What follows belongs to an exercise in optimizing a design on an open flow for small area; a production flow would make more cautious choices. The RTL was checked by simulation tests, not by an equivalence proof against the original design. Power figures rest on the tool's default switching activity, not on a simulated workload.

--- run.sh ---
#!/bin/bash
# synth_recipe.tcl (not shown) runs the flow's synth.tcl, then flattens the netlist and writes it again
# the make line also repeats each setting of config.mk as NAME=value (left out here)
make -C /OpenROAD-flow-scripts/flow DESIGN_CONFIG=/design/flow/config.mk WORK_HOME=/design/flow/orfs CLKGATE_MAP_FILE= SYNTH_SCRIPT=/design/flow/synth_recipe.tcl finish
--- config.mk ---
export PLATFORM = sky130hd
export DESIGN_NAME = snake_game_top
export DESIGN_NICKNAME = snake_game_top
export VERILOG_FILES = /design/flow/design.v
export SDC_FILE = /design/flow/constraint.sdc
export NUM_CORES = 4
export LEC_CHECK = 0
export CAP_MARGIN = 20
export CORE_MARGIN = 2
export CORE_UTILIZATION = 40
export CTS_BUF_LIST = sky130_fd_sc_hd__clkbuf_8
export SLEW_MARGIN = 20
--- constraint.sdc ---
create_clock -name core_clock -period 7.0 [get_ports {Clk_Snake}]
set_input_delay 1.4000 -clock core_clock [delete_from_list [all_inputs] [get_ports {Clk_Snake}]]
set_output_delay 1.4000 -clock core_clock [all_outputs]
set_load 0.01 [all_outputs]
--- design.v ---
package snake_pkg;
    typedef logic [4:0] cx_t;
    typedef logic [3:0] cy_t;
    localparam cx_t LAST_X = 5'd19;
    localparam cy_t LAST_Y = 4'd14;
    localparam cx_t HEAD_X  = 5'd9;    
    localparam cy_t HEAD_Y  = 4'd7;
    localparam cx_t BODY0_X = 5'd8;    
    localparam cy_t BODY0_Y = 4'd7;
    localparam cx_t BODY1_X = 5'd7;    
    localparam cy_t BODY1_Y = 4'd7;
    localparam cx_t FOOD_X  = 5'd13;   
    localparam cy_t FOOD_Y  = 4'd5;
    localparam cx_t CNT_X   = 5'd0;    
    localparam cy_t CNT_Y   = 4'd14;
    localparam int NSEG = 14;          
endpackage
`timescale 1ns/1ps
module snake_head_step (
    input  logic              Clk_Snake,
    input  logic              reset,
    input  logic [2:0]        dir,
    output snake_pkg::cx_t    hx,
    output snake_pkg::cy_t    hy
);
    always_ff @(posedge Clk_Snake or posedge reset) begin
        if (reset) begin
            hx <= snake_pkg::HEAD_X;
            hy <= snake_pkg::HEAD_Y;
        end else begin
            case (dir)
                3'd1: hy <= (hy == 4'd0) ? snake_pkg::LAST_Y : hy - 4'd1;
                3'd2: hy <= (hy == snake_pkg::LAST_Y) ? 4'd0 : hy + 4'd1;
                3'd3: hx <= (hx == 5'd0) ? snake_pkg::LAST_X : hx - 5'd1;
                3'd4: hx <= (hx == snake_pkg::LAST_X) ? 5'd0 : hx + 5'd1;
                default: ;
            endcase
        end
    end
endmodule
`timescale 1ns/1ps
module snake_body_shift (
    input  logic                              Clk_Snake,
    input  logic                              reset,
    input  logic [2:0]                        dir,
    input  snake_pkg::cx_t                    hx,
    input  snake_pkg::cy_t                    hy,
    output logic [snake_pkg::NSEG-1:0][4:0] bx,
    output logic [snake_pkg::NSEG-1:0][3:0] by,
    output logic [3:0]                        fill
);
    logic shift;
    assign shift = (dir != 3'd0) && (dir != 3'd5);
    always_ff @(posedge Clk_Snake or posedge reset) begin
        if (reset) begin
            bx[0] <= snake_pkg::BODY0_X;
            by[0] <= snake_pkg::BODY0_Y;
            bx[1] <= snake_pkg::BODY1_X;
            by[1] <= snake_pkg::BODY1_Y;
            fill  <= 4'd0;
        end else if (shift) begin
            bx[0] <= hx;
            by[0] <= hy;
            bx[1] <= bx[0];
            by[1] <= by[0];
            if (fill != 4'd12)
                fill <= fill + 4'd1;
        end
    end
    always_ff @(posedge Clk_Snake) begin
        if (shift) begin
            bx[snake_pkg::NSEG-1:2] <= bx[snake_pkg::NSEG-2:1];
            by[snake_pkg::NSEG-1:2] <= by[snake_pkg::NSEG-2:1];
        end
    end
endmodule
`timescale 1ns/1ps
module snake_food_keeper (
    input  logic              Clk_Snake,
    input  logic              reset,
    input  snake_pkg::cx_t    hx,
    input  snake_pkg::cy_t    hy,
    output snake_pkg::cx_t    fx,
    output snake_pkg::cy_t    fy,
    output logic [7:0]        food_count,
    output logic [3:0]        len
);
    snake_pkg::cx_t cx;    
    snake_pkg::cy_t cy;
    logic           eat;
    assign eat = (hx == fx) && (hy == fy);
    always_ff @(posedge Clk_Snake or posedge reset) begin
        if (reset) begin
            cx <= snake_pkg::CNT_X;
            cy <= snake_pkg::CNT_Y;
        end else begin
            cx <= (cx == snake_pkg::LAST_X) ? 5'd0 : cx + 5'd1;
            cy <= (cy == 4'd0) ? snake_pkg::LAST_Y : cy - 4'd1;
        end
    end
    always_ff @(posedge Clk_Snake or posedge reset) begin
        if (reset) begin
            fx         <= snake_pkg::FOOD_X;
            fy         <= snake_pkg::FOOD_Y;
            food_count <= 8'd0;
            len        <= 4'd3;
        end else if (eat) begin
            fx         <= cx;
            fy         <= cy;
            food_count <= food_count + 8'd1;
            if (len != 4'd15)
                len <= len + 4'd1;
        end
    end
endmodule
`timescale 1ns/1ps
module snake_pixel_hit (
    input  logic [9:0]                        sx,
    input  logic [9:0]                        sy,
    input  snake_pkg::cx_t                    hx,
    input  snake_pkg::cy_t                    hy,
    input  logic [snake_pkg::NSEG-1:0][4:0] bx,
    input  logic [snake_pkg::NSEG-1:0][3:0] by,
    input  logic [3:0]                        fill,
    input  snake_pkg::cx_t                    fx,
    input  snake_pkg::cy_t                    fy,
    input  logic [3:0]                        len,
    output logic                              head_draw,
    output logic                              snake_draw,
    output logic                              collide,
    output logic                              food_draw
);
    logic            in_cell;
    snake_pkg::cx_t  px;
    snake_pkg::cy_t  py;
    logic [snake_pkg::NSEG-1:0] live;    
    logic [snake_pkg::NSEG-1:0] hit;
    logic [snake_pkg::NSEG-1:0] bite;
    logic            stale;              
    assign px     = sx[9:5];
    assign py     = sy[8:5];
    assign in_cell = (sx[4:0] != 5'd0) && (sy[4:0] != 5'd0) && !sy[9];
    always_comb begin
        for (int i = 0; i < snake_pkg::NSEG; i++) begin
            live[i] = (i + 2 <= int'(len)) && (i < 2 || i - 1 <= int'(fill));
            hit[i]  = live[i] && (bx[i] == px) && (by[i] == py);
            bite[i] = live[i] && (bx[i] == hx) && (by[i] == hy);
        end
    end
    assign stale = (len >= 4'd4) && ({1'b0, len} >= {1'b0, fill} + 5'd4);
    assign head_draw  = in_cell && (hx == px) && (hy == py);
    assign food_draw  = in_cell && (fx == px) && (fy == py);
    assign snake_draw = in_cell && ((|hit) || (stale && px == 5'd0 && py == 4'd0));
    assign collide    = (len >= 4'd5) && ((|bite) || (stale && hx == 5'd0 && hy == 4'd0));
endmodule
`timescale 1ns/1ps
module snake_game_top (
    input  logic       Clk_Snake,
    input  logic       reset,
    input  logic [9:0] sx,
    input  logic [9:0] sy,
    input  logic [2:0] dir,
    output logic       head_draw,
    output logic       snake_draw,
    output logic       collide,
    output logic       food_draw,
    output logic [7:0] food_count
);
    snake_pkg::cx_t                       hx, fx;
    snake_pkg::cy_t                       hy, fy;
    logic [snake_pkg::NSEG-1:0][4:0] bx;
    logic [snake_pkg::NSEG-1:0][3:0] by;
    logic [3:0]                           fill;
    logic [3:0]                           len;
    snake_head_step u_head_step (
        .Clk_Snake (Clk_Snake),
        .reset     (reset),
        .dir       (dir),
        .hx        (hx),
        .hy        (hy)
    );
    snake_food_keeper u_food_keeper (
        .Clk_Snake  (Clk_Snake),
        .reset      (reset),
        .hx         (hx),
        .hy         (hy),
        .fx         (fx),
        .fy         (fy),
        .food_count (food_count),
        .len        (len)
    );
    snake_body_shift u_body_shift (
        .Clk_Snake (Clk_Snake),
        .reset     (reset),
        .dir       (dir),
        .hx        (hx),
        .hy        (hy),
        .bx        (bx),
        .by        (by),
        .fill      (fill)
    );
    snake_pixel_hit u_pixel_hit (
        .sx         (sx),
        .sy         (sy),
        .hx         (hx),
        .hy         (hy),
        .bx         (bx),
        .by         (by),
        .fill       (fill),
        .fx         (fx),
        .fy         (fy),
        .len        (len),
        .head_draw  (head_draw),
        .snake_draw (snake_draw),
        .collide    (collide),
        .food_draw  (food_draw)
    );
endmodule
==> results of run 1 <==
-- routing by layer --
metal / track usage (%) / vias to the layer above / share of wire, %
met5: 0 / - / 0
met2: 33.2 / 214 / 48
met1: 28.4 / 3393 / 44
li1: - / 3184 / -
met3: 3.85 / 36 / 6.0
met4: 6.84 / 0 / 2.3
-- sequential cells by signal, summed over array words and instances, names as in the netlist --
signal,cells
u_food_keeper.food_count,8
u_food_keeper.len,4
u_body_shift.bx,70
u_body_shift.by,56
u_head_step.hy,4
u_head_step.hx,5
u_food_keeper.fy,4
u_food_keeper.cx,5
u_food_keeper.cy,4
u_body_shift.fill,4
u_food_keeper.fx,5
-- area by class of cell --
type	count	area (sq um)	share of cell area, %
clock buffers	17	234	2.10
repair buffers	55	503	4.51
inverters	26	100	0.897
clock inverters	15	186	1.67
well taps	330	413	3.70
flip-flops and latches	169	4800	43.0
multi-input cells	640	4930	44.1
-- cell families (layout without fill, tap and decap cells) --
group / Yosys count / in the layout / share of synthesized area [%]
DFF: 169 / 169 / 47.6
muxes: 27 / 27 / 2.97
xor gates and xnor gates: 293 / 293 / 25.5
adders and majority gates: 27 / 27 / 3.35
buffers and inverters: 79 / 113 / 3.51
AOI/OAI and AO/OA: 95 / 95 / 5.97
and+or+nand+nor: 198 / 198 / 11.1
-- power by group through the flow --
| stage | clock network (mW) | logic [mW] | registers, mW |
|---|---|---|---|
| 5_1_grt | 0.812 | 1.56 | 2.08 |
| 6_report | 0.759 | 1.42 | 2.03 |
| 3_5_place_dp | 0 | 1.40 | 2.05 |
| 3_3_place_gp | 0 | 1.38 | 2.05 |
| 4_1_cts | 0.774 | 1.41 | 2.03 |
| 2_1_floorplan | 0 | 1.28 | 1.71 |
-- path summary, 6_finish.rpt --
check | startpoint | end | slack [ps] | depth (start not counted)
setup / recovery | sy[8] | snake_draw | 1020 | 9
hold / removal | u_food_keeper.food_count[7] | u_food_keeper.food_count[7] | 470 | 1
setup reg to reg | u_head_step.hx[0] | u_head_step.hx[3] | 4240 | 8
hold reg to reg | u_food_keeper.food_count[7] | u_food_keeper.food_count[7] | 470 | 1
max in group asynchronous | reset | u_body_shift.bx[4] | 5030 | 3
min in group asynchronous | reset | u_head_step.hx[4] | 1470 | 3
-- worst register-to-register path, stage by stage (launching register included) --
cell	delay (ps)
dfstp_2	1030
inv_1	240
ha_1	310
or4b_1	360
a41oi_1	160
o22ai_1	220
nand4_1	110
and3_1	170
o21ai_0	70
-- cells in the final DEF, fill, tap and decap left out, types with 7 or more instances in the layout --
cell type and instances:
clkdlybuf4s50_1 36, a21oi_1 21, nor2b_1 7, nor2_1 20, nand4_1 29, nor4_1 44
inv_1 27, ha_1 27, clkbuf_8 17, dfstp_2 25, nand2_1 25, o21ai_0 29
nor3_1 14, dfrtp_1 36, o31ai_1 8, xnor2_1 121, xor2_1 172, mux2_2 23
buf_4 19, edfxtp_1 108, nand3_1 35
==> flow_summary.json, run 1 <==
{
  "outcome": "finished clean",
  "ys_warn_count": 4,
  "drv_cap": 0,
  "min_period_ps": 5980,
  "drt_first_pass_iters": 7,
  "synthTopCellsByArea": "edfxtp_1, xor2_1, xnor2_1, dfrtp_1, dfstp_2",
  "p_comb_share_pct": 33.7,
  "syn_inst": 888,
  "rows": 58,
  "portBuffers": 36,
  "ys_seq_area_share_pct": 47.6,
  "clock-root-buffer": "clkbuf_8",
  "synth_seq_cells": 169,
  "synth_top_area_cell": "edfxtp_1",
  "p_per_area_mw_per_mm2": 377,
  "cts-buffers-inserted": 17,
  "synthArstFlopShare_pct": 36.1,
  "crit_path_cell_trace": "clkdlybuf4s50_1, buf_4, xnor2_1, nand4_1, or4_1, o21ai_0, nor4_1, a31oi_1, clkdlybuf4s50_1",
  "p_seq_share_pct": 48.3,
  "finalHoldViolCount": 0,
  "dp.cells": 1220,
  "io_pins": 37,
  "clk_path_buf_depth": 2,
  "hp-class": "reg -> reg",
  "drive_above_1_share_pct": 11.1,
  "syn_nets": 940,
  "cts_sinks": 169,
  "worst_pin_slew_ps": 981,
  "design_area_sq_mm": 0.0112,
  "nNetsFinal": 961,
  "crit_buf_inv": 3,
  "diodes": 0,
  "drc_errors": 0,
  "slew_violations": 0,
  "drtAntennaViolNets": 0,
  "cts_resized": 0,
  "maxSlewHeadroom_pct": 33.8,
  "dieArea_sq_mm": 0.0265,
  "postSynthAreaPerCell_sq_um": 11.4,
  "die_height_um": 163,
  "via_per_inst": 5.45,
  "clkPwrFrac_pct": 18.0,
  "die_x_um": 163,
  "max_freq_mhz": 167,
  "cp_top_family": "buffers and inverters",
  "drt-total-wl_um": 26500,
  "slowest_stage": "clkdlybuf4s50_1",
  "irDropWorstVdd_uv": 231,
  "power_mw": 4.21,
  "instances_no_fill": 1252,
  "grt_pass1_wl_um": 41200,
  "ys.flop_type": "edfxtp_1",
  "synth_area_sq_mm": 0.0101,
  "worstSetupEndpointType": "primary output",
  "cts_hold_buf": 0,
  "p_int_mw": 2.55,
  "synth_edf_count": 108,
  "grt.total_usage_pct": 20.7,
  "yosys-top-cells-count": "xor2_1, xnor2_1, edfxtp_1",
  "hold_ws_ps": 471,
  "rsz0062_at_grt": "no",
  "setup_ws_ps": 1020,
  "start_util_pct": 40.4,
  "setup_viol": 0,
  "h-tree-depth": 4,
  "post-route-util_pct": 44.7,
  "core_sq_mm": 0.0250,
  "grt_max_degree": 69,
  "cp_common_cell": "clkdlybuf4s50_1",
  "area_growth_pct": 10.8,
  "fin_crit_sh_pct": 85.4,
  "max_stage_delay_ps": 1050,
  "wl_per_cell_um": 21.2,
  "preCtsSetupSlack_ps": 1090,
  "post-dp-hpwl_um": 18400,
  "worst_ep_required_time_ps": 5600,
  "vias": 6827,
  "p_sw_mw": 1.67,
  "startpoint_type": "primary input",
  "yosysTopAreaCellShare_pct": 32.2,
  "clk_latency_ps": 470,
  "cp_max_fo": 11,
  "cp_data_arrival_time_ps": 4580,
  "drt_iter0_markers": 652,
  "path_clk_slew_ps": 90,
  "fin_tns_setup_ps": 0,
  "total_leakage_power_nw": 4.14,
  "nFillCells": 2330,
  "yosysMostFrequentCell": "xor2_1",
  "grt_overflow": 0,
  "grt_pass1_vias": 6911,
  "cts_tree": "built",
  "place_congestion": 0.853,
  "synth_cell_types": 52,
  "antenna_found_initial": 0,
  "path_class": "in -> out",
  "post_cts_buffers": 0,
  "skew_ps": 16.3,
  "placed_area_sq_mm": 0.0107,
  "power.share.switching_pct": 39.5
}
==> run 2: changes to the inputs <==
--- a/config.mk
+++ b/config.mk
@@ -8,5 +8,4 @@
 export CAP_MARGIN = 20
 export CORE_MARGIN = 2
 export CORE_UTILIZATION = 40
-export CTS_BUF_LIST = sky130_fd_sc_hd__clkbuf_8
 export SLEW_MARGIN = 20
==> flow_summary.json, run 2 <==
{
  "clkPwrFrac_pct": 21.8,
  "clk_path_buf_depth": 2,
  "nFillCells": 2313,
  "synth_edf_count": 108,
  "drt_iter0_markers": 609,
  "cp_data_arrival_time_ps": 4540,
  "grt_max_degree": 69,
  "yosysMostFrequentCell": "xor2_1",
  "syn_nets": 940,
  "preCtsSetupSlack_ps": 1090,
  "grtUsageMet3_pct": 3.59,
  "diodes": 0,
  "postSynthAreaPerCell_sq_um": 11.4,
  "core_sq_mm": 0.0250,
  "maxSlewHeadroom_pct": 28.4,
  "yosysTopAreaCellShare_pct": 32.2,
  "grt_pass1_wl_um": 41300,
  "cp-startpoint": "sy[8]",
  "cts_sinks": 169,
  "outcome": "finished clean",
  "cp_top_family": "buffers and inverters",
  "max_stage_delay_ps": 1020,
  "cts_hold_buf": 0,
  "dieArea_sq_mm": 0.0265,
  "grt_overflow": 0,
  "total_leakage_power_nw": 4.21,
  "ys_warn_count": 4,
  "drtAntennaViolNets": 0,
  "top_regs": "u_body_shift.bx x70, u_body_shift.by x56, u_food_keeper.food_count x8",
  "place_congestion": 0.853,
  "reg2reg_depth": 8,
  "synthTopCellsByArea": "edfxtp_1, xor2_1, xnor2_1, dfrtp_1, dfstp_2",
  "hold_start": "u_food_keeper.food_count[7]",
  "drv_cap": 0,
  "r2r_slack_ps": 4240,
  "p_int_mw": 2.72,
  "grt.total_usage_pct": 20.8,
  "vias": 6861,
  "hold_ws_ps": 467,
  "drc_errors": 0,
  "post_cts_buffers": 0,
  "ys.flop_type": "edfxtp_1",
  "cts_resized": 0,
  "power.share.switching_pct": 38.4,
  "top_usage_layer": "met2",
  "synthArstFlopShare_pct": 36.1,
  "grt_pass1_vias": 6843,
  "yosys-top-cells-count": "xor2_1, xnor2_1, edfxtp_1",
  "largest_reg_flops": 70,
  "worstReg2RegEnd": "u_head_step.hx[3]",
  "cp_common_cell": "clkdlybuf4s50_1",
  "synth_seq_cells": 169,
  "hp-class": "reg -> reg",
  "cts_tree": "built",
  "drt-total-wl_um": 26500,
  "path_class": "in -> out",
  "area_growth_pct": 12.5,
  "cts-buffers-inserted": 17,
  "path_clk_slew_ps": 60,
  "layout_common_cells": "xor2_1, xnor2_1, edfxtp_1",
  "antenna_found_initial": 0,
  "ys_seq_area_share_pct": 47.6,
  "die_height_um": 163,
  "portBuffers": 36,
  "via_per_inst": 5.48,
  "h-tree-depth": 4,
  "slew_violations": 0,
  "setup_ws_ps": 1060,
  "worst_ep_required_time_ps": 5600,
  "p_sw_mw": 1.70,
  "min_path_cells": 1,
  "io_pins": 37,
  "crit_path_cell_trace": "clkdlybuf4s50_1, buf_4, xnor2_1, nand4_1, or4_1, o21ai_0, nor4_1, a31oi_1, clkdlybuf4s50_1",
  "die_x_um": 163,
  "slowest_stage": "clkdlybuf4s50_1",
  "max_freq_mhz": 168,
  "drive_above_1_share_pct": 11.1,
  "p_seq_share_pct": 46.1,
  "clock-root-buffer": "clkbuf_16",
  "min_to": "u_food_keeper.food_count[7]",
  "synth_area_sq_mm": 0.0101,
  "cp_max_fo": 11,
  "finalHoldViolCount": 0,
  "final_common_cell": "xor2_1",
  "p_per_area_mw_per_mm2": 389,
  "nNetsFinal": 961,
  "met1_usage_pct": 28.8,
  "fin_crit_sh_pct": 84.8,
  "synth_cell_types": 52,
  "p_comb_share_pct": 32.1,
  "irDropWorstVdd_uv": 228,
  "crit_buf_inv": 3,
  "clk_latency_ps": 430,
  "skew_ps": 9.49,
  "final-seq-area_sq_mm": 0.00480,
  "wl_per_cell_um": 21.2,
  "drt_first_pass_iters": 4,
  "syn_inst": 888,
  "worstSetupEndpointType": "primary output",
  "synth_top_area_cell": "edfxtp_1",
  "fin_tns_setup_ps": 0,
  "min_period_ps": 5940,
  "setup_viol": 0,
  "largest-register": "u_body_shift.bx",
  "worst_pin_slew_ps": 1060,
  "reg2reg_from": "u_head_step.hx[0]",
  "met2_usage_pct": 33.2,
  "rsz0062_at_grt": "no",
  "multi_input_area_sq_mm": 0.00493,
  "startpoint_type": "primary input",
  "start_util_pct": 40.4,
  "post-dp-hpwl_um": 18400,
  "rows": 58
}
[run 2: cell types whose count changed in the layout (fill, tap and decap cells not counted), sizes merged]
cell    change
bufinv      -3
inv         -3
clkbuf      +6
[run 2: metrics by stage]
stage                     instance area, sq um  total power [mW]  util [%]  instances
after floorplan                          10100              2.99         -        888
after global placement                   10700              3.43      43.0       1220
after detailed placement                 10700              3.45      43.0       1220
after CTS                                11300              4.42      45.4       1252
after global routing                     11300              4.66      45.4       1252
final                                    11300              4.42      45.4       1252
[run 2: layer usage]
metal	wire, um	share of wire (%)
met1	12000	45
met2	12600	48
met5	0	0
met3	1300	4.9
met4	635	2.4
[run 2: logic make-up after synthesis]
| group | after synthesis | synth area share [%] |
|---|---|---|
| compound gates | 95 | 5.97 |
| xor+xnor | 293 | 25.5 |
| fa+ha+maj | 27 | 3.35 |
| buf+inv | 79 | 3.51 |
| flops | 169 | 47.6 |
| mux | 27 | 2.97 |
| simple gates | 198 | 11.1 |
[run 2: layout make-up]
| class | count | area share [%] |
|---|---|---|
| well taps | 330 | 3.64 |
| clock buffers | 23 | 4.51 |
| inverters | 26 | 0.883 |
| flip-flops and latches | 169 | 42.3 |
| multi-input cells | 640 | 43.4 |
| repair buffers | 55 | 4.44 |
| clock inverters | 9 | 0.750 |
[run 2: power groups by stage]
stage | registers (mW) | clock network, mW | logic [mW]
2_1_floorplan | 1.71 | 0 | 1.28
3_3_place_gp | 2.05 | 0 | 1.38
3_5_place_dp | 2.05 | 0 | 1.40
4_1_cts | 2.03 | 0.977 | 1.41
5_1_grt | 2.08 | 1.02 | 1.56
6_report | 2.03 | 0.964 | 1.42
[run 2: how the worst max path moves through the flow]
stage                     slack (ps)  depth (start not counted)                  end
final                           1060                          9           snake_draw
after global routing             880                          8           snake_draw
after CTS                       1080                          8           snake_draw
after detailed placement        1090                          9           snake_draw
after global placement          1100                          9           snake_draw
after floorplan                 2350                          4  u_body_shift.bx[10]
[run 2: worst register-to-register path, stage by stage (launching register included)]
cell     delay [ps]
dfstp_2        1020
inv_1           240
ha_1            310
or4b_1          380
a41oi_1         160
o22ai_1         220
nand4_1         110
and3_1          170
o21ai_0          70
==> run 3: changes to the inputs <==
--- a/design.v
+++ b/design.v
@@ -47,7 +47,8 @@
     input  snake_pkg::cy_t                    hy,
     output logic [snake_pkg::NSEG-1:0][4:0] bx,
     output logic [snake_pkg::NSEG-1:0][3:0] by,
-    output logic [3:0]                        fill
+    output logic [3:0]                        fill,
+    output logic                              same0
 );
     logic shift;
     assign shift = (dir != 3'd0) && (dir != 3'd5);
@@ -58,7 +59,9 @@
             bx[1] <= snake_pkg::BODY1_X;
             by[1] <= snake_pkg::BODY1_Y;
             fill  <= 4'd0;
+            same0 <= 1'b0;
         end else if (shift) begin
+            same0 <= dir[2] && dir[1];    
             bx[0] <= hx;
             by[0] <= hy;
             bx[1] <= bx[0];
@@ -122,6 +125,7 @@
     input  logic [snake_pkg::NSEG-1:0][4:0] bx,
     input  logic [snake_pkg::NSEG-1:0][3:0] by,
     input  logic [3:0]                        fill,
+    input  logic                              same0,
     input  snake_pkg::cx_t                    fx,
     input  snake_pkg::cy_t                    fy,
     input  logic [3:0]                        len,
@@ -142,9 +146,12 @@
     assign in_cell = (sx[4:0] != 5'd0) && (sy[4:0] != 5'd0) && !sy[9];
     always_comb begin
         for (int i = 0; i < snake_pkg::NSEG; i++) begin
-            live[i] = (i + 2 <= int'(len)) && (i < 2 || i - 1 <= int'(fill));
+            live[i] = (i < 2) || ((i + 2 <= int'(len)) && (i - 1 <= int'(fill)));
             hit[i]  = live[i] && (bx[i] == px) && (by[i] == py);
-            bite[i] = live[i] && (bx[i] == hx) && (by[i] == hy);
+            if (i == 0)
+                bite[i] = same0;
+            else
+                bite[i] = live[i] && (bx[i] == hx) && (by[i] == hy);
         end
     end
     assign stale = (len >= 4'd4) && ({1'b0, len} >= {1'b0, fill} + 5'd4);
@@ -172,6 +179,7 @@
     logic [snake_pkg::NSEG-1:0][3:0] by;
     logic [3:0]                           fill;
     logic [3:0]                           len;
+    logic                                 same0;
     snake_head_step u_head_step (
         .Clk_Snake (Clk_Snake),
         .reset     (reset),
@@ -197,7 +205,8 @@
         .hy        (hy),
         .bx        (bx),
         .by        (by),
-        .fill      (fill)
+        .fill      (fill),
+        .same0     (same0)
     );
     snake_pixel_hit u_pixel_hit (
         .sx         (sx),
@@ -207,6 +216,7 @@
         .bx         (bx),
         .by         (by),
         .fill       (fill),
+        .same0      (same0),
         .fx         (fx),
         .fy         (fy),
         .len        (len),
--- a/config.mk
+++ b/config.mk
@@ -5,7 +5,8 @@
 export SDC_FILE = /design/flow/constraint.sdc
 export NUM_CORES = 4
 export LEC_CHECK = 0
-export CAP_MARGIN = 20
+export CAP_MARGIN = 0
 export CORE_MARGIN = 2
 export CORE_UTILIZATION = 40
-export SLEW_MARGIN = 20
+export CTS_BUF_LIST = sky130_fd_sc_hd__clkbuf_8
+export SLEW_MARGIN = 0
==> flow_summary.json, run 3 <==
{
  "synthArstFlopShare_pct": 36.5,
  "design_area_sq_mm": 0.0110,
  "io_pins": 37,
  "hold_ws_ps": 493,
  "synth_area_sq_mm": 0.00996,
  "path_clk_slew_ps": 100,
  "finalHoldViolCount": 0,
  "max_stage_delay_ps": 890,
  "ys.flop_type": "edfxtp_1",
  "place_congestion": 0.874,
  "drt-total-wl_um": 25700,
  "setup_viol": 0,
  "grt_max_degree": 66,
  "clk_path_buf_depth": 2,
  "yosysMostFrequentCell": "xor2_1",
  "final_common_cell": "xor2_1",
  "r2r_slack_ps": 4500,
  "grt.total_usage_pct": 20.1,
  "drv_cap": 0,
  "postSynthAreaPerCell_sq_um": 11.5,
  "power_mw": 3.88,
  "nNetsFinal": 942,
  "power.share.switching_pct": 40.1,
  "p_seq_share_pct": 49.5,
  "cts-buffers-inserted": 17,
  "total_leakage_power_nw": 4.12,
  "skew_ps": 12.8,
  "reg2reg_depth": 7,
  "antenna_found_initial": 0,
  "fin_crit_sh_pct": 85.0,
  "slew_violations": 0,
  "via_per_inst": 5.44,
  "worst_ep_required_time_ps": 5600,
  "worstSetupEndpointType": "primary output",
  "cp_top_family": "buffers and inverters",
  "reg2reg_from": "u_head_step.hx[3]",
  "worst_pin_slew_ps": 1180,
  "syn_inst": 866,
  "ys_warn_count": 4,
  "startpoint_type": "primary input",
  "p_per_area_mw_per_mm2": 353,
  "diodes": 0,
  "min_period_ps": 5950,
  "clk_latency_ps": 500,
  "rows": 57,
  "drt_first_pass_iters": 5,
  "cts_tree": "built",
  "vias": 6672,
  "clkPwrFrac_pct": 18.3,
  "drive_above_1_share_pct": 10.4,
  "outcome": "finished clean",
  "p_sw_mw": 1.55,
  "instances_no_fill": 1227,
  "crit_buf_inv": 3,
  "p_int_mw": 2.32,
  "yosys-top-cells-count": "xor2_1, edfxtp_1, xnor2_1",
  "start_util_pct": 40.9,
  "h-tree-depth": 4,
  "slowest_stage": "clkdlybuf4s50_1",
  "largest_reg_flops": 70,
  "p_comb_share_pct": 32.2,
  "min_to": "u_food_keeper.food_count[7]",
  "synth_seq_cells": 170,
  "drt_iter0_markers": 497,
  "worstReg2RegEnd": "u_food_keeper.food_count[5]",
  "post-dp-hpwl_um": 17800,
  "synth_cell_types": 59,
  "layout_common_cells": "xor2_1, edfxtp_1, xnor2_1",
  "largest-register": "u_body_shift.bx",
  "synthTopCellsByArea": "edfxtp_1, xor2_1, dfrtp_1, xnor2_1, dfstp_2",
  "dieArea_sq_mm": 0.0262,
  "syn_nets": 918,
  "portBuffers": 36,
  "dp.cells": 1195,
  "die_height_um": 162,
  "fin_tns_setup_ps": 0,
  "path_class": "in -> out",
  "grt_pass1_vias": 6678,
  "drtAntennaViolNets": 0,
  "grt_pass1_wl_um": 39600,
  "cts_sinks": 170,
  "cp_data_arrival_time_ps": 4550,
  "area_growth_pct": 10.3,
  "hp-class": "reg -> reg",
  "cp_max_fo": 10,
  "min_path_cells": 1,
  "synth_top_area_cell": "edfxtp_1",
  "wl_per_cell_um": 20.9,
  "post_cts_buffers": 0,
  "cts_resized": 0,
  "cts_hold_buf": 0,
  "top_regs": "u_body_shift.bx x70, u_body_shift.by x56, u_food_keeper.food_count x8",
  "irDropWorstVdd_uv": 387,
  "rsz0062_at_grt": "no",
  "maxSlewHeadroom_pct": 21.3,
  "nFillCells": 2292,
  "clock-root-buffer": "clkbuf_8",
  "die_x_um": 162,
  "drc_errors": 0,
  "synth_edf_count": 108,
  "grt_overflow": 0,
  "hold_start": "u_food_keeper.food_count[7]",
  "yosysTopAreaCellShare_pct": 32.5,
  "ys_seq_area_share_pct": 48.4,
  "placed_area_sq_mm": 0.0106,
  "core_sq_mm": 0.0244,
  "max_freq_mhz": 168,
  "crit_path_cell_trace": "clkdlybuf4s50_1, buf_4, xor2_1, nor4_1, nand4_1, o2111ai_1, nor4_1, a21oi_1, clkdlybuf4s50_1"
}
## run 3: changes by cell type in the layout (fill, tap and decap cells not counted), sizes merged, moves of 4 or more
cell	previous run	this run
o31ai	8	3
inv	27	34
xnor2	121	95
nor2	21	26
nand3	35	24
xor2	172	190
clkinv	6	2
nor3	15	21
clkbuf	23	17
a41oi	4	0
## run 3: logic make-up after synthesis
group / share of synthesized area, %
buffers and inverters: 3.45
adder cells (fa/ha/maj): 3.39
AO/OA/AOI/OAI: 5.86
flip-flops: 48.4
multiplexers: 3.01
AND/OR/NAND/NOR: 10.8
XOR/XNOR: 25.1
## run 3: routing by layer
metal / global-route usage, % / part of all wire [%] / up-vias
met5: 0 / 0 / -
met4: 5.99 / 2.0 / 0
met3: 3.60 / 5.2 / 36
met2: 33.5 / 49 / 186
met1: 26.9 / 44 / 3336
li1: - / - / 3114
## run 3: worst max path at each step
stage | startpoint | end | slack [ps] | cells past startpoint
after detailed placement | sx[9] | snake_draw | 1120 | 8
after global routing | sx[9] | snake_draw | 910 | 8
after floorplan | dir[0] | u_body_shift.bx[10] | 2260 | 5
after global placement | sx[9] | snake_draw | 1090 | 8
final | sy[8] | snake_draw | 1050 | 9
after CTS | sx[9] | snake_draw | 1100 | 8
## run 3: power by group through the flow
stage	registers (mW)	clock network (mW)	logic (mW)
finish	1.92	0.710	1.25
global route	1.97	0.762	1.38
CTS	1.92	0.721	1.25
detailed placement	1.94	0	1.24
global placement	1.94	0	1.23
floorplan	1.67	0	1.11
## run 3: per-stage QoR
step / utilization [%] / worst slack (ps)
4_1_cts: 45.1 / 1100
2_1_floorplan: - / 2260
3_3_place_gp: 43.5 / 1090
5_1_grt: 45.1 / 915
3_5_place_dp: 43.5 / 1120
6_report: 45.1 / 1050
## run 3: layout make-up
type	instances	area (sq um)	area share, %
clock buffers	17	234	2.13
clock inverters	15	153	1.39
inverters	24	92.6	0.842
multi-input cells	624	4800	43.6
flip-flops and latches	170	4830	43.9
well taps	324	405	3.69
repair buffers	53	488	4.44
==> run 4: changes to the inputs <==
==> flow/run.sh (new file) <==
#!/bin/bash
# Layout with the standard flow, changed in three places:
#  - port buffers are sky130_fd_sc_hd__buf_1 (the default picks a larger cell),
#  - clock tree synthesis inserts no dummy loads,
#  - synthesis leaves adders to abc (no extract_fa / adder techmap).
# Each make run writes its full output to a log file in the work folder.
set -euo pipefail
bash standard.sh \
    "BUFFER_PORTS_ARGS=-buffer_cell sky130_fd_sc_hd__buf_1" \
    "CTS_ARGS=-sink_clustering_enable -repair_clock_nets -dont_use_dummy_load -buf_list sky130_fd_sc_hd__clkbuf_8" \
    "ADDER_MAP_FILE=" \
    finish > make_finish.log 2>&1
==> standard.sh (new file) <==
#!/bin/bash
# synth_recipe.tcl (not shown) runs the flow's synth.tcl, then flattens the netlist and writes it again
# the make line also repeats each setting of config.mk as NAME=value (left out here)
make -C /OpenROAD-flow-scripts/flow DESIGN_CONFIG=/design/flow/config.mk WORK_HOME=/design/flow/orfs CLKGATE_MAP_FILE= SYNTH_SCRIPT=/design/flow/synth_recipe.tcl "${@:-finish}"
removed: run.sh
==> flow_summary.json, run 4 <==
{
  "outcome": "finished clean",
  "post_cts_buffers": 0,
  "grt_overflow": 0,
  "start_util_pct": 40.7,
  "clk_path_buf_depth": 2,
  "irDropWorstVdd_uv": 238,
  "fin_tns_setup_ps": 0,
  "largest_reg_flops": 70,
  "area_growth_pct": 6.47,
  "cts_resized": 0,
  "layout_common_cells": "xor2_1, edfxtp_1, xnor2_1",
  "ys_seq_area_share_pct": 50.5,
  "cp_max_fo": 9,
  "grt_pass1_wl_um": 37300,
  "dp.cells": 1131,
  "grt_pass1_vias": 6108,
  "setup_viol": 0,
  "antenna_found_initial": 0,
  "reg2reg_from": "u_head_step.hy[1]",
  "core_sq_mm": 0.0235,
  "worst_pin_slew_ps": 931,
  "finalHoldViolCount": 0,
  "worstSetupEndpointType": "primary output",
  "drt-total-wl_um": 24300,
  "min_period_ps": 5120,
  "drc_errors": 0,
  "via_per_inst": 5.41,
  "nNetsFinal": 856,
  "path_class": "in -> out",
  "vias": 6213,
  "syn_inst": 817,
  "grt.total_usage_pct": 20.3,
  "die_height_um": 159,
  "yosys-top-cells-count": "xor2_1, edfxtp_1, xnor2_1",
  "rows": 56,
  "synth_edf_count": 108,
  "met3_length_um": 1450,
  "rsz0062_at_grt": "no",
  "drtAntennaViolNets": 0,
  "ys_warn_count": 4,
  "yosysTopAreaCellShare_pct": 33.9,
  "slowest_stage": "buf_1",
  "grt_max_degree": 63,
  "dr_wl_met2_um": 11600,
  "dieArea_sq_mm": 0.0251,
  "clock-root-buffer": "clkbuf_8",
  "top_regs": "u_body_shift.bx x70, u_body_shift.by x56, u_food_keeper.food_count x8",
  "highest_layer": "met4",
  "cts_sinks": 170,
  "skew_ps": 27.4,
  "p_per_area_mw_per_mm2": 340,
  "synth_seq_cells": 170,
  "postSynthAreaPerCell_sq_um": 11.7,
  "r2r_slack_ps": 4030,
  "ys.flop_type": "edfxtp_1",
  "syn_nets": 842,
  "clk_latency_ps": 470,
  "cts_tree": "built",
  "io_pins": 37,
  "cts_hold_buf": 0,
  "reg2reg_depth": 8,
  "drv_cap": 0,
  "die_x_um": 159,
  "synth_top_area_cell": "edfxtp_1",
  "cp_top_family": "buffers and inverters",
  "maxSlewHeadroom_pct": 38.0,
  "h-tree-depth": 4,
  "drt_first_pass_iters": 5,
  "synth_cell_types": 51,
  "max_stage_delay_ps": 590,
  "synthArstFlopShare_pct": 36.5,
  "post-dp-hpwl_um": 16800,
  "crit_buf_inv": 3,
  "diodes": 0,
  "total_leakage_power_nw": 3.64,
  "crit_path_cell_trace": "buf_1, buf_4, xor2_1, nor4_1, nand4_1, o32ai_1, a2111oi_0, a21oi_1, buf_1",
  "endpoint": "snake_draw",
  "largest-register": "u_body_shift.bx",
  "max_freq_mhz": 195,
  "cp_data_arrival_time_ps": 3720,
  "drt_iter0_markers": 497,
  "wl_per_cell_um": 21.1,
  "synth_area_sq_mm": 0.00956,
  "worstReg2RegEnd": "u_food_keeper.food_count[7]",
  "final_common_cell": "xor2_1",
  "power_mw": 3.46,
  "worst_ep_required_time_ps": 5600,
  "cp-startpoint": "sx[8]",
  "min_path_cells": 1,
  "path_depth": 9,
  "path_clk_slew_ps": 80,
  "cts-buffers-inserted": 17,
  "slew_violations": 0,
  "instances_no_fill": 1148,
  "place_congestion": 0.929,
  "yosysMostFrequentCell": "xor2_1",
  "portBuffers": 36,
  "drive_above_1_share_pct": 11.2,
  "fin_crit_sh_pct": 73.2,
  "synthTopCellsByArea": "edfxtp_1, xor2_1, dfrtp_1, xnor2_1, dfstp_2",
  "cp_common_cell": "buf_1",
  "drt-met1-wl_um": 10800,
  "hp-class": "reg -> reg",
  "startpoint_type": "primary input"
}
[run 4: worst min-delay path by stage]
stage,to,from
detailed placement,u_food_keeper.food_count[7],u_food_keeper.food_count[7]
floorplan,u_food_keeper.cx[0],u_food_keeper.cx[0]
global placement,u_food_keeper.food_count[7],u_food_keeper.food_count[7]
finish,u_food_keeper.food_count[7],u_food_keeper.food_count[7]
global route,u_food_keeper.food_count[7],u_food_keeper.food_count[7]
CTS,u_food_keeper.food_count[7],u_food_keeper.food_count[7]
[run 4: power breakdown]
part	internal [mW]	total [mW]	leakage (nW)	switching [mW]
sequential	1.42	1.89	1.82	0.471
combinational	0.524	1.04	1.69	0.516
clock	0.215	0.534	0.122	0.319
total	2.15	3.46	3.64	1.31
[run 4: routing by layer]
layer | vias to the layer above | GRT usage, %
li1 | 2887 | -
met4 | 0 | 6.39
met2 | 201 | 32.3
met3 | 35 | 3.86
met5 | - | 0
met1 | 3090 | 28.0
[run 4: final cells by class]
| type | instances | area [sq um] |
|---|---|---|
| fill | 2219 | 13300 |
| sequential | 170 | 4830 |
| clock buffer | 17 | 234 |
| timing repair buffer | 55 | 278 |
| inverter | 6 | 25.0 |
| tap | 319 | 399 |
| multi-input combinational | 581 | 4410 |
[run 4: worst reg2reg max path, delay by kind of cell (launching register included)]
family	cells	cell delay, ps
AND/OR/NAND/NOR	4	1090
buffers and inverters	2	670
XOR/XNOR	2	290
flip-flops	1	800
[run 4: kinds of logic after synthesis]
kind of cell               Yosys count  share of synthesized area, %
xor gates and xnor gates           291                          26.8
buffers and inverters               66                          3.35
AOI/OAI and AO/OA                   62                          4.22
muxes                               30                          3.51
adders and majority gates            2                         0.209
DFF                                170                          50.5
and+or+nand+nor                    196                          11.4
[run 4: stage by stage]
step	worst slack (ps)	util [%]	instance area, sq um	hold slack (ps)
2_1_floorplan	2450	-	9560	469
3_3_place_gp	1930	42.4	9940	462
3_5_place_dp	1960	42.4	9940	468
4_1_cts	1940	43.4	10200	478
5_1_grt	1860	43.4	10200	502
6_report	1880	43.4	10200	473
==> run 5: changes to the inputs <==
==> flow/run.sh (replaced) <==
#!/bin/bash
# Layout with the standard flow, changed in a few places:
#  - port buffers are sky130_fd_sc_hd__buf_1 (the default picks a larger cell),
#  - clock tree synthesis arguments are set here (no dummy loads),
#  - synthesis leaves adders to abc (no extract_fa / adder techmap).
# The make run writes its full output to make_finish.log in the work folder.
set -euo pipefail
bash standard.sh \
    "BUFFER_PORTS_ARGS=-buffer_cell sky130_fd_sc_hd__buf_1" \
    "CTS_ARGS=-sink_clustering_enable -repair_clock_nets -dont_use_dummy_load -buf_list sky130_fd_sc_hd__clkbuf_8 -sink_clustering_size 25 -sink_clustering_max_diameter 100" \
    "ADDER_MAP_FILE=" \
    finish > make_finish.log 2>&1
--- a/config.mk
+++ b/config.mk
@@ -8,5 +8,4 @@
 export CAP_MARGIN = 0
 export CORE_MARGIN = 2
 export CORE_UTILIZATION = 40
-export CTS_BUF_LIST = sky130_fd_sc_hd__clkbuf_8
 export SLEW_MARGIN = 0
==> flow_summary.json, run 5 <==
{
  "worstSetupEndpointType": "primary output",
  "skew_ps": 27.4,
  "die_x_um": 159,
  "die_height_um": 159,
  "cts_resized": 0,
  "clkPwrFrac_pct": 15.4,
  "power_mw": 3.46,
  "yosysTopAreaCellShare_pct": 33.9,
  "path_class": "in -> out",
  "rsz0062_at_grt": "no",
  "area_growth_pct": 6.47,
  "min_period_ps": 5120,
  "syn_inst": 817,
  "antenna_found_initial": 0,
  "finalHoldViolCount": 0,
  "cp_top_family": "buffers and inverters",
  "ys.flop_type": "edfxtp_1",
  "power.share.switching_pct": 37.7,
  "largest-register": "u_body_shift.bx",
  "setup_ws_ps": 1880,
  "portBuffers": 36,
  "synth_top_area_cell": "edfxtp_1",
  "cts_tree": "built",
  "p_int_mw": 2.15,
  "cts_sinks": 170,
  "clock-root-buffer": "clkbuf_8",
  "ys_warn_count": 4,
  "placed_area_sq_mm": 0.00994,
  "max_freq_mhz": 195,
  "via_per_inst": 5.41,
  "synthTopCellsByArea": "edfxtp_1, xor2_1, dfrtp_1, xnor2_1, dfstp_2",
  "clk_path_buf_depth": 2,
  "synth_area_sq_mm": 0.00956,
  "grt_overflow": 0,
  "cp_common_cell": "buf_1",
  "max_stage_delay_ps": 590,
  "yosysMostFrequentCell": "xor2_1",
  "synth_cell_types": 51,
  "drt-total-wl_um": 24300,
  "top_regs": "u_body_shift.bx x70, u_body_shift.by x56, u_food_keeper.food_count x8",
  "vias": 6213,
  "drive_above_1_share_pct": 11.2,
  "synthArstFlopShare_pct": 36.5,
  "place_congestion": 0.929,
  "final_common_cell": "xor2_1",
  "p_comb_share_pct": 30.1,
  "slew_violations": 0,
  "cts_hold_buf": 0,
  "clk_latency_ps": 470,
  "maxSlewHeadroom_pct": 38.0,
  "outcome": "finished clean",
  "design_area_sq_mm": 0.0102,
  "p_seq_share_pct": 54.5,
  "fin_crit_sh_pct": 73.2,
  "fin_tns_setup_ps": 0,
  "crit_path_cell_trace": "buf_1, buf_4, xor2_1, nor4_1, nand4_1, o32ai_1, a2111oi_0, a21oi_1, buf_1",
  "syn_nets": 842,
  "synth_seq_cells": 170,
  "cp_data_arrival_time_ps": 3720,
  "start_util_pct": 40.7,
  "rows": 56,
  "core_sq_mm": 0.0235,
  "p_sw_mw": 1.31,
  "drtAntennaViolNets": 0,
  "setup_viol": 0,
  "ys_seq_area_share_pct": 50.5,
  "startpoint_type": "primary input",
  "grt.total_usage_pct": 20.3,
  "worst_ep_required_time_ps": 5600,
  "diodes": 0,
  "largest_reg_flops": 70,
  "h-tree-depth": 4,
  "cts-buffers-inserted": 17,
  "post_cts_buffers": 0,
  "path_clk_slew_ps": 80,
  "drc_errors": 0,
  "worst_pin_slew_ps": 931,
  "layout_common_cells": "xor2_1, edfxtp_1, xnor2_1",
  "yosys-top-cells-count": "xor2_1, edfxtp_1, xnor2_1",
  "crit_buf_inv": 3,
  "cp_max_fo": 9,
  "grt_pass1_wl_um": 37300,
  "preCtsSetupSlack_ps": 1960,
  "nNetsFinal": 856,
  "slowest_stage": "buf_1",
  "synth_edf_count": 108,
  "io_pins": 37,
  "post-dp-hpwl_um": 16800,
  "postSynthAreaPerCell_sq_um": 11.7,
  "wl_per_cell_um": 21.1,
  "p_per_area_mw_per_mm2": 340,
  "hp-class": "reg -> reg",
  "drt_iter0_markers": 497,
  "grt_max_degree": 63,
  "drt_first_pass_iters": 5,
  "dieArea_sq_mm": 0.0251,
  "irDropWorstVdd_uv": 238,
  "total_leakage_power_nw": 3.64,
  "grt_pass1_vias": 6108,
  "drv_cap": 0
}
run 5: kinds of logic after synthesis:
| family | share of synthesized area, % |
|---|---|
| AND/OR/NAND/NOR | 11.4 |
| multiplexers | 3.51 |
| flip-flops | 50.5 |
| AO/OA/AOI/OAI | 4.22 |
| XOR/XNOR | 26.8 |
| buffers and inverters | 3.35 |
| adder cells (fa/ha/maj) | 0.209 |
run 5: power groups by stage:
stage / clock, mW / sequential [mW] / combinational [mW]
after global placement: 0 / 1.91 / 1.02
after detailed placement: 0 / 1.91 / 1.03
final: 0.534 / 1.89 / 1.04
after global routing: 0.577 / 1.93 / 1.16
after floorplan: 0 / 1.62 / 1.01
after CTS: 0.544 / 1.89 / 1.04
run 5: final timing paths:
check,slack [ps],to,start,cells after the start
worst max-delay path,1880,snake_draw,sx[8],9
worst min-delay path,470,u_food_keeper.food_count[7],u_food_keeper.food_count[7],1
worst max register to register,4030,u_food_keeper.food_count[7],u_head_step.hy[1],8
worst min register to register,470,u_food_keeper.food_count[7],u_food_keeper.food_count[7],1
max in group asynchronous,5350,u_food_keeper.cx[0],reset,3
min in group asynchronous,1120,u_food_keeper.food_count[5],reset,3
run 5: layout make-up:
class / count / area, sq um
fillers: 2219 / 13300
flip-flops and latches: 170 / 4830
repair buffers: 55 / 278
inverters: 6 / 25.0
well taps: 319 / 399
clock buffers: 17 / 234
multi-input cells: 581 / 4410
run 5: metal layers:
| layer | share of wire (%) | global-route usage (%) | vias to the layer above |
|---|---|---|---|
| met4 | 1.9 | 6.39 | 0 |
| met2 | 48 | 32.3 | 201 |
| met3 | 6.0 | 3.86 | 35 |
| li1 | - | - | 2887 |
| met1 | 44 | 28.0 | 3090 |
| met5 | 0 | 0 | - |
run 5: metrics by stage:
| stage | util [%] | instances | hold WS [ps] |
|---|---|---|---|
| finish | 43.4 | 1148 | 473 |
| global route | 43.4 | 1148 | 502 |
| CTS | 43.4 | 1148 | 478 |
| detailed placement | 42.4 | 1131 | 468 |
| global placement | 42.4 | 1131 | 462 |
| floorplan | - | 817 | 469 |
==> run 6: changes to the inputs <==
--- a/design.v
+++ b/design.v
@@ -47,7 +47,6 @@
     input  snake_pkg::cy_t                    hy,
     output logic [snake_pkg::NSEG-1:0][4:0] bx,
     output logic [snake_pkg::NSEG-1:0][3:0] by,
-    output logic [3:0]                        fill,
     output logic                              same0
 );
     logic shift;
@@ -58,7 +57,6 @@
             by[0] <= snake_pkg::BODY0_Y;
             bx[1] <= snake_pkg::BODY1_X;
             by[1] <= snake_pkg::BODY1_Y;
-            fill  <= 4'd0;
             same0 <= 1'b0;
         end else if (shift) begin
             same0 <= dir[2] && dir[1];    
@@ -66,8 +64,6 @@
             by[0] <= hy;
             bx[1] <= bx[0];
             by[1] <= by[0];
-            if (fill != 4'd12)
-                fill <= fill + 4'd1;
         end
     end
     always_ff @(posedge Clk_Snake) begin
@@ -124,7 +120,6 @@
     input  snake_pkg::cy_t                    hy,
     input  logic [snake_pkg::NSEG-1:0][4:0] bx,
     input  logic [snake_pkg::NSEG-1:0][3:0] by,
-    input  logic [3:0]                        fill,
     input  logic                              same0,
     input  snake_pkg::cx_t                    fx,
     input  snake_pkg::cy_t                    fy,
@@ -140,13 +135,12 @@
     logic [snake_pkg::NSEG-1:0] live;    
     logic [snake_pkg::NSEG-1:0] hit;
     logic [snake_pkg::NSEG-1:0] bite;
-    logic            stale;              
     assign px     = sx[9:5];
     assign py     = sy[8:5];
     assign in_cell = (sx[4:0] != 5'd0) && (sy[4:0] != 5'd0) && !sy[9];
     always_comb begin
         for (int i = 0; i < snake_pkg::NSEG; i++) begin
-            live[i] = (i < 2) || ((i + 2 <= int'(len)) && (i - 1 <= int'(fill)));
+            live[i] = (i < 2) || (i + 2 <= int'(len));
             hit[i]  = live[i] && (bx[i] == px) && (by[i] == py);
             if (i == 0)
                 bite[i] = same0;
@@ -154,11 +148,10 @@
                 bite[i] = live[i] && (bx[i] == hx) && (by[i] == hy);
         end
     end
-    assign stale = (len >= 4'd4) && ({1'b0, len} >= {1'b0, fill} + 5'd4);
     assign head_draw  = in_cell && (hx == px) && (hy == py);
     assign food_draw  = in_cell && (fx == px) && (fy == py);
-    assign snake_draw = in_cell && ((|hit) || (stale && px == 5'd0 && py == 4'd0));
-    assign collide    = (len >= 4'd5) && ((|bite) || (stale && hx == 5'd0 && hy == 4'd0));
+    assign snake_draw = in_cell && (|hit);
+    assign collide    = (len >= 4'd5) && (|bite);
 endmodule
 `timescale 1ns/1ps
 module snake_game_top (
@@ -177,7 +170,6 @@
     snake_pkg::cy_t                       hy, fy;
     logic [snake_pkg::NSEG-1:0][4:0] bx;
     logic [snake_pkg::NSEG-1:0][3:0] by;
-    logic [3:0]                           fill;
     logic [3:0]                           len;
     logic                                 same0;
     snake_head_step u_head_step (
@@ -205,7 +197,6 @@
         .hy        (hy),
         .bx        (bx),
         .by        (by),
-        .fill      (fill),
         .same0     (same0)
     );
     snake_pixel_hit u_pixel_hit (
@@ -215,7 +206,6 @@
         .hy         (hy),
         .bx         (bx),
         .by         (by),
-        .fill       (fill),
         .same0      (same0),
         .fx         (fx),
         .fy         (fy),
==> flow/run.sh (replaced) <==
#!/bin/bash
# Layout with the standard flow, changed in a few places:
#  - port buffers are sky130_fd_sc_hd__buf_1 (the default picks a larger cell),
#  - clock tree synthesis arguments are set here (no dummy loads),
#  - synthesis leaves adders to abc (no extract_fa / adder techmap), and its
#    abc mapping runs the area script flow/abc_area.abc (see flow/synth_area.tcl).
# The make run writes its full output to make_finish.log in the work folder.
set -euo pipefail
bash standard.sh \
    "BUFFER_PORTS_ARGS=-buffer_cell sky130_fd_sc_hd__buf_1" \
    "CTS_ARGS=-sink_clustering_enable -repair_clock_nets -dont_use_dummy_load -buf_list sky130_fd_sc_hd__clkbuf_8" \
    "ADDER_MAP_FILE=" \
    "SYNTH_SCRIPT=$PWD/flow/synth_area.tcl" \
    finish > make_finish.log 2>&1
==> flow/abc_area.abc (new file) <==
&get -n
&st
&dch -f
&nf -a -R 1000
&put
==> flow/synth_area.tcl (new file) <==
# The standard flow's synthesis script (synth_recipe.tcl), with one change: the abc
# technology mapping runs the area-oriented script abc_area.abc, which sits
# beside this file, instead of ORFS's abc_speed.script.
proc synth {args} { yosys synth -nofsm -noshare {*}$args }
proc abc {args} {
    set i [lsearch -exact $args -script]
    if { $i >= 0 } {
        lset args [expr { $i + 1 }] [file join [file dirname $::env(SYNTH_SCRIPT)] abc_area.abc]
    }
    yosys abc {*}$args
}
source $::env(SCRIPTS_DIR)/synth.tcl
# left out here: clear keep_hierarchy, flatten, clean up, hide names made inside functions, write 1_2_yosys.v
==> flow_summary.json, run 6 <==
{
  "synth_top_area_cell": "edfxtp_1",
  "largest_reg_flops": 70,
  "skew_ps": 18.6,
  "io_pins": 37,
  "fin_tns_setup_ps": 0,
  "worstSetupEndpointType": "primary output",
  "largest-register": "u_body_shift.bx",
  "drt_iter0_markers": 388,
  "cts_resized": 0,
  "nNetsFinal": 807,
  "cts_tree": "built",
  "top_regs": "u_body_shift.bx x70, u_body_shift.by x56, u_food_keeper.food_count x8",
  "reg2reg_depth": 7,
  "core_sq_mm": 0.0217,
  "drc_errors": 0,
  "clk_latency_ps": 440,
  "design_area_sq_mm": 0.00961,
  "power_mw": 3.20,
  "path_clk_slew_ps": 80,
  "die_x_um": 152,
  "nFillCells": 2061,
  "synthArstFlopShare_pct": 34.9,
  "synth_edf_count": 108,
  "cts_sinks": 166,
  "min_path_cells": 2,
  "setup_viol": 0,
  "cp_data_arrival_time_ps": 3740,
  "syn_inst": 711,
  "portBuffers": 36,
  "via_per_inst": 5.15,
  "ys_warn_count": 4,
  "syn_nets": 736,
  "fin_crit_sh_pct": 73.4,
  "setup_ws_ps": 1860,
  "cts_hold_buf": 0,
  "hp-class": "reg -> reg",
  "finalHoldViolCount": 0,
  "cp_max_fo": 16,
  "min_period_ps": 5140,
  "synthTopCellsByArea": "edfxtp_1, xnor2_1, xor2_1, dfrtp_1, dfstp_2",
  "post-dp-hpwl_um": 13200,
  "path_class": "in -> out",
  "preCtsSetupSlack_ps": 1920,
  "die_height_um": 152,
  "area_growth_pct": 9.65,
  "placed_area_sq_mm": 0.00938,
  "grt.total_usage_pct": 16.7,
  "dp.cells": 1043,
  "diodes": 0,
  "ys.flop_type": "edfxtp_1",
  "total_leakage_power_nw": 3.24,
  "grt_max_degree": 59,
  "grt_overflow": 0,
  "grt_pass1_wl_um": 30300,
  "synth_area_sq_mm": 0.00877,
  "grt_pass1_vias": 5481,
  "drtAntennaViolNets": 0,
  "yosysMostFrequentCell": "xnor2_1",
  "drt_first_pass_iters": 5,
  "postSynthAreaPerCell_sq_um": 12.3,
  "instances_no_fill": 1060,
  "worst_pin_slew_ps": 1270,
  "clock-root-buffer": "clkbuf_8",
  "rsz0062_at_grt": "no",
  "antenna_found_initial": 0,
  "start_util_pct": 40.4,
  "worst_ep_required_time_ps": 5600,
  "p_per_area_mw_per_mm2": 333,
  "drv_cap": 0,
  "synth_seq_cells": 166,
  "place_congestion": 0.817,
  "yosys-top-cells-count": "xnor2_1, xor2_1, edfxtp_1",
  "post_cts_buffers": 0,
  "maxSlewHeadroom_pct": 15.6,
  "ys_seq_area_share_pct": 53.9,
  "rows": 54,
  "dieArea_sq_mm": 0.0231,
  "layout_common_cells": "xnor2_1, xor2_1, edfxtp_1",
  "clk_path_buf_depth": 2,
  "final_common_cell": "xnor2_1",
  "max_freq_mhz": 195,
  "drive_above_1_share_pct": 7.82,
  "wl_per_cell_um": 17.5,
  "synth_cell_types": 31,
  "yosysTopAreaCellShare_pct": 37.0,
  "cts-buffers-inserted": 17,
  "h-tree-depth": 4,
  "irDropWorstVdd_uv": 214,
  "outcome": "finished clean",
  "drt-total-wl_um": 18600,
  "slew_violations": 0,
  "startpoint_type": "primary input",
  "vias": 5464
}
run 6: kinds of logic (layout without fill, tap and decap cells):
family / count (synthesis) / count (layout) / share of synthesized area, %
xor+xnor: 290 / 290 / 29.0
simple gates: 172 / 172 / 10.3
flops: 166 / 166 / 53.9
compound gates: 58 / 58 / 4.22
mux: 18 / 18 / 2.31
buf+inv: 7 / 76 / 0.300
run 6: path summary, 6_finish.rpt:
kind | start | end | slack, ps
setup / recovery | sx[8] | snake_draw | 1860
hold / removal | u_food_keeper.cy[2] | u_food_keeper.fy[2] | 470
hold reg to reg | u_food_keeper.cy[2] | u_food_keeper.fy[2] | 470
min in group asynchronous | reset | u_food_keeper.cx[3] | 1130
setup reg to reg | u_head_step.hy[3] | u_food_keeper.food_count[7] | 3750
max in group asynchronous | reset | u_food_keeper.len[3] | 5390
run 6: metrics by stage:
stage               utilization, %  hold slack [ps]
floorplan                        -              444
global placement              43.3              454
detailed placement            43.3              456
CTS                           44.3              468
global route                  44.3              497
finish                        44.3              470
run 6: layout make-up:
cell class              count  area, sq um  share of cell area [%]
repair buffers             52          255                    2.65
multi-input cells         538         4020                    41.8
inverters                   7         28.8                   0.299
flip-flops and latches    166         4730                    49.2
well taps                 280          350                    3.64
clock buffers              17          234                    2.43
run 6: worst max-delay path: stages:
cell and delay (ps):
buf_1 900, xor2_1 200, nor4_1 100, nand3_1 80, o31ai_1 90, nor4_1 580, a21oi_1 190, buf_1 180
run 6: routing by layer:
metal / track usage (%) / up-vias / share of wire, %
li1: - / 2685 / -
met1: 21.5 / 2672 / 44
met2: 28.6 / 95 / 51
met3: 3.91 / 12 / 4.2
met4: 3.78 / 0 / 0.97
met5: 0 / - / 0
run 6: where the power goes:
part / switching, mW / total, mW / internal (mW)
clock network: 0.299 / 0.513 / 0.215
logic: 0.448 / 0.972 / 0.524
registers: 0.378 / 1.71 / 1.34
total: 1.12 / 3.20 / 2.07
==> run 7: changes to the inputs <==
==> flow/abc_area.abc (replaced) <==
&get -n
&st
&syn2
&dch -f
&nf -R 1000
&st
&syn2
&dch -f
&nf -a -R 1000
&put
--- a/config.mk
+++ b/config.mk
@@ -7,5 +7,5 @@
 export LEC_CHECK = 0
 export CAP_MARGIN = 0
 export CORE_MARGIN = 2
-export CORE_UTILIZATION = 40
+export CORE_UTILIZATION = 65
 export SLEW_MARGIN = 0
==> flow_summary.json, run 7 <==
{
  "drt-total-wl_um": 23900,
  "wl_per_cell_um": 24.3,
  "ys.flop_type": "edfxtp_1",
  "maxSlewHeadroom_pct": 29.1,
  "fin_tns_setup_ps": 0,
  "dieArea_sq_mm": 0.0144,
  "worst_pin_slew_ps": 1060,
  "setup_ws_ps": 1820,
  "h-tree-depth": 4,
  "portBuffers": 36,
  "synth_top_area_cell": "edfxtp_1",
  "synth_seq_cells": 166,
  "via_per_inst": 6.52,
  "p_seq_share_pct": 53.5,
  "path_class": "in -> out",
  "top_regs": "u_body_shift.bx x70, u_body_shift.by x56, u_food_keeper.food_count x8",
  "placed_area_sq_mm": 0.00926,
  "die_height_um": 120,
  "outcome": "finished clean",
  "grt_max_degree": 81,
  "grt.total_usage_pct": 34.6,
  "synthArstFlopShare_pct": 34.9,
  "yosysMostFrequentCell": "xnor2_1",
  "synthAdderAreaFrac_pct": 0,
  "grt_pass1_wl_um": 36800,
  "drive_above_1_share_pct": 8.02,
  "hold_ws_ps": 492,
  "drv_cap": 0,
  "nFillCells": 936,
  "synth-xor-area-share_pct": 24.6,
  "area_growth_pct": 8.48,
  "startpoint_type": "primary input",
  "p_comb_share_pct": 30.9,
  "yosys.area_share.simple_pct": 10.6,
  "die_x_um": 120,
  "total_leakage_power_nw": 3.26,
  "clock-root-buffer": "clkbuf_8",
  "grt_overflow": 0,
  "place_congestion": 0.949,
  "design_area_sq_mm": 0.00950,
  "preCtsSetupSlack_ps": 1880,
  "setup_viol": 0,
  "skew_ps": 30.2,
  "io_pins": 37,
  "drt_iter0_markers": 902,
  "vias": 6424,
  "synth-compound-area-share_pct": 7.85,
  "worstSetupEndpointType": "primary output",
  "slew_violations": 0,
  "cts-buffers-inserted": 17,
  "post-route-util_pct": 72.0,
  "p_sw_mw": 1.28,
  "antenna_found_initial": 0,
  "largest-register": "u_body_shift.bx",
  "cts_sinks": 166,
  "cts_hold_buf": 0,
  "syn_inst": 738,
  "diodes": 0,
  "synth_cell_types": 43,
  "drtAntennaViolNets": 0,
  "clkPwrFrac_pct": 15.6,
  "muxShareOfSynthArea_pct": 1.40,
  "finalHoldViolCount": 0,
  "path_clk_slew_ps": 90,
  "max_freq_mhz": 193,
  "synthTopCellsByArea": "edfxtp_1, xnor2_1, xor2_1, dfrtp_1, dfstp_2",
  "cp_data_arrival_time_ps": 3780,
  "cp_max_fo": 10,
  "layout_common_cells": "xnor2_1, xor2_1, edfxtp_1",
  "synth_top_family_by_area": "XOR/XNOR gates",
  "yosysTopAreaCellShare_pct": 37.0,
  "irDropWorstVdd_uv": 260,
  "cts_tree": "built",
  "post_cts_buffers": 0,
  "p_int_mw": 2.04,
  "synth_area_sq_mm": 0.00875,
  "syn_nets": 763,
  "drc_errors": 0,
  "final_common_cell": "xnor2_1",
  "clk_path_buf_depth": 2,
  "min_period_ps": 5180,
  "power.share.switching_pct": 38.6,
  "synth_edf_count": 108,
  "worst_ep_required_time_ps": 5600,
  "rows": 42,
  "nNetsFinal": 837,
  "largest_reg_flops": 70,
  "clk_latency_ps": 470,
  "postSynthAreaPerCell_sq_um": 11.9,
  "cts_resized": 0,
  "grt_pass1_vias": 6349,
  "core_sq_mm": 0.0132,
  "rsz0062_at_grt": "no",
  "fin_crit_sh_pct": 74.0,
  "ys_warn_count": 4,
  "post-dp-hpwl_um": 16300,
  "ys_seq_area_share_pct": 54.0,
  "hp-class": "reg -> reg",
  "start_util_pct": 66.4,
  "drt_first_pass_iters": 7,
  "yosys-top-cells-count": "xnor2_1, xor2_1, edfxtp_1",
  "p_per_area_mw_per_mm2": 349
}
[run 7: metal layers]
layer | track usage [%] | up-vias | part of all wire [%]
met2 | 53.4 | 400 | 47
met4 | 13.6 | 0 | 3.2
met1 | 48.3 | 3118 | 40
met3 | 7.18 | 73 | 9.5
met5 | 0 | - | 0
li1 | - | 2833 | -
[run 7: path summary, 6_finish.rpt]
kind / slack, ps / startpoint / endpoint / cells past startpoint
worst max-delay path: 1820 / sy[5] / snake_draw / 8
worst min-delay path: 490 / u_food_keeper.food_count[7] / u_food_keeper.food_count[7] / 1
worst max register to register: 4100 / u_head_step.hx[3] / u_food_keeper.food_count[7] / 9
worst min register to register: 490 / u_food_keeper.food_count[7] / u_food_keeper.food_count[7] / 1
max in group asynchronous: 5380 / reset / u_food_keeper.fy[1] / 3
min in group asynchronous: 1090 / reset / u_food_keeper.food_count[5] / 3
[run 7: metrics by stage]
| step | total power, mW | std cells |
|---|---|---|
| CTS | 3.28 | 986 |
| detailed placement | 2.78 | 969 |
| global route | 3.45 | 986 |
| global placement | 2.73 | 969 |
| floorplan | 2.37 | 738 |
| finish | 3.32 | 986 |
[run 7: layout make-up]
class,instances,area (sq um),area share [%]
clock buffer,17,234,2.46
multi-input combinational,536,3900,41.1
inverter,36,138,1.45
timing repair buffer,55,278,2.93
tap,176,220,2.32
sequential,166,4730,49.8
[run 7: logic make-up (layout without fill, tap and decap cells)]
logic type | after synthesis | after routing
buf+inv | 36 | 108
xor+xnor | 246 | 246
mux | 11 | 11
simple gates | 173 | 173
compound gates | 106 | 106
flops | 166 | 166
[run 7: critical path: stages]
cell       delay, ps
buf_1            520
buf_4            360
xnor2_1          170
nand4_1          110
a2111oi_0        590
nor4_1           150
a21oi_1          270
buf_1            190
[run 7: power by group through the flow]
| stage | clock network (mW) | registers [mW] | logic, mW |
|---|---|---|---|
| 2_1_floorplan | 0 | 1.68 | 0.690 |
| 3_3_place_gp | 0 | 1.78 | 0.957 |
| 3_5_place_dp | 0 | 1.78 | 0.997 |
| 4_1_cts | 0.517 | 1.76 | 1.01 |
| 5_1_grt | 0.550 | 1.79 | 1.10 |
| 6_report | 0.518 | 1.77 | 1.02 |

[re-timing with driven ports]
The flow's constraints put no driver on any port. The routed layouts listed below were extracted and timed again, unchanged, in two steps. Step 1 (the two cells are an assumption about what drives the block):
set clk [get_ports {Clk_Snake}]
set_driving_cell -lib_cell sky130_fd_sc_hd__clkbuf_16 $clk
set_driving_cell -lib_cell sky130_fd_sc_hd__buf_2 [delete_from_list [all_inputs] $clk]
Step 2 also shifts input and output timing later by t, the mid clock arrival at the registers, as if the neighbouring blocks saw the same clock. a / b / c = ideal ports / drivers / drivers and shift; a / b = the first two.
run	shift t [ns]	slack for setup (ns)	worst slew at a driven data input, ns
run 1	0.506	1.023 / 0.993 / 0.993	0.04
run 2	0.480	1.061 / 1.031 / 1.031	0.04
run 3	0.534	1.052 / 1.029 / 1.029	0.04
run 4	0.496	1.876 / 1.852 / 1.852	0.03
run 5	0.496	1.876 / 1.852 / 1.852	0.03
run 6	0.471	1.864 / 1.834 / 1.834	0.04
run 7	0.490	1.820 / 1.792 / 1.792	0.04
After both steps every run listed still meets setup and hold.
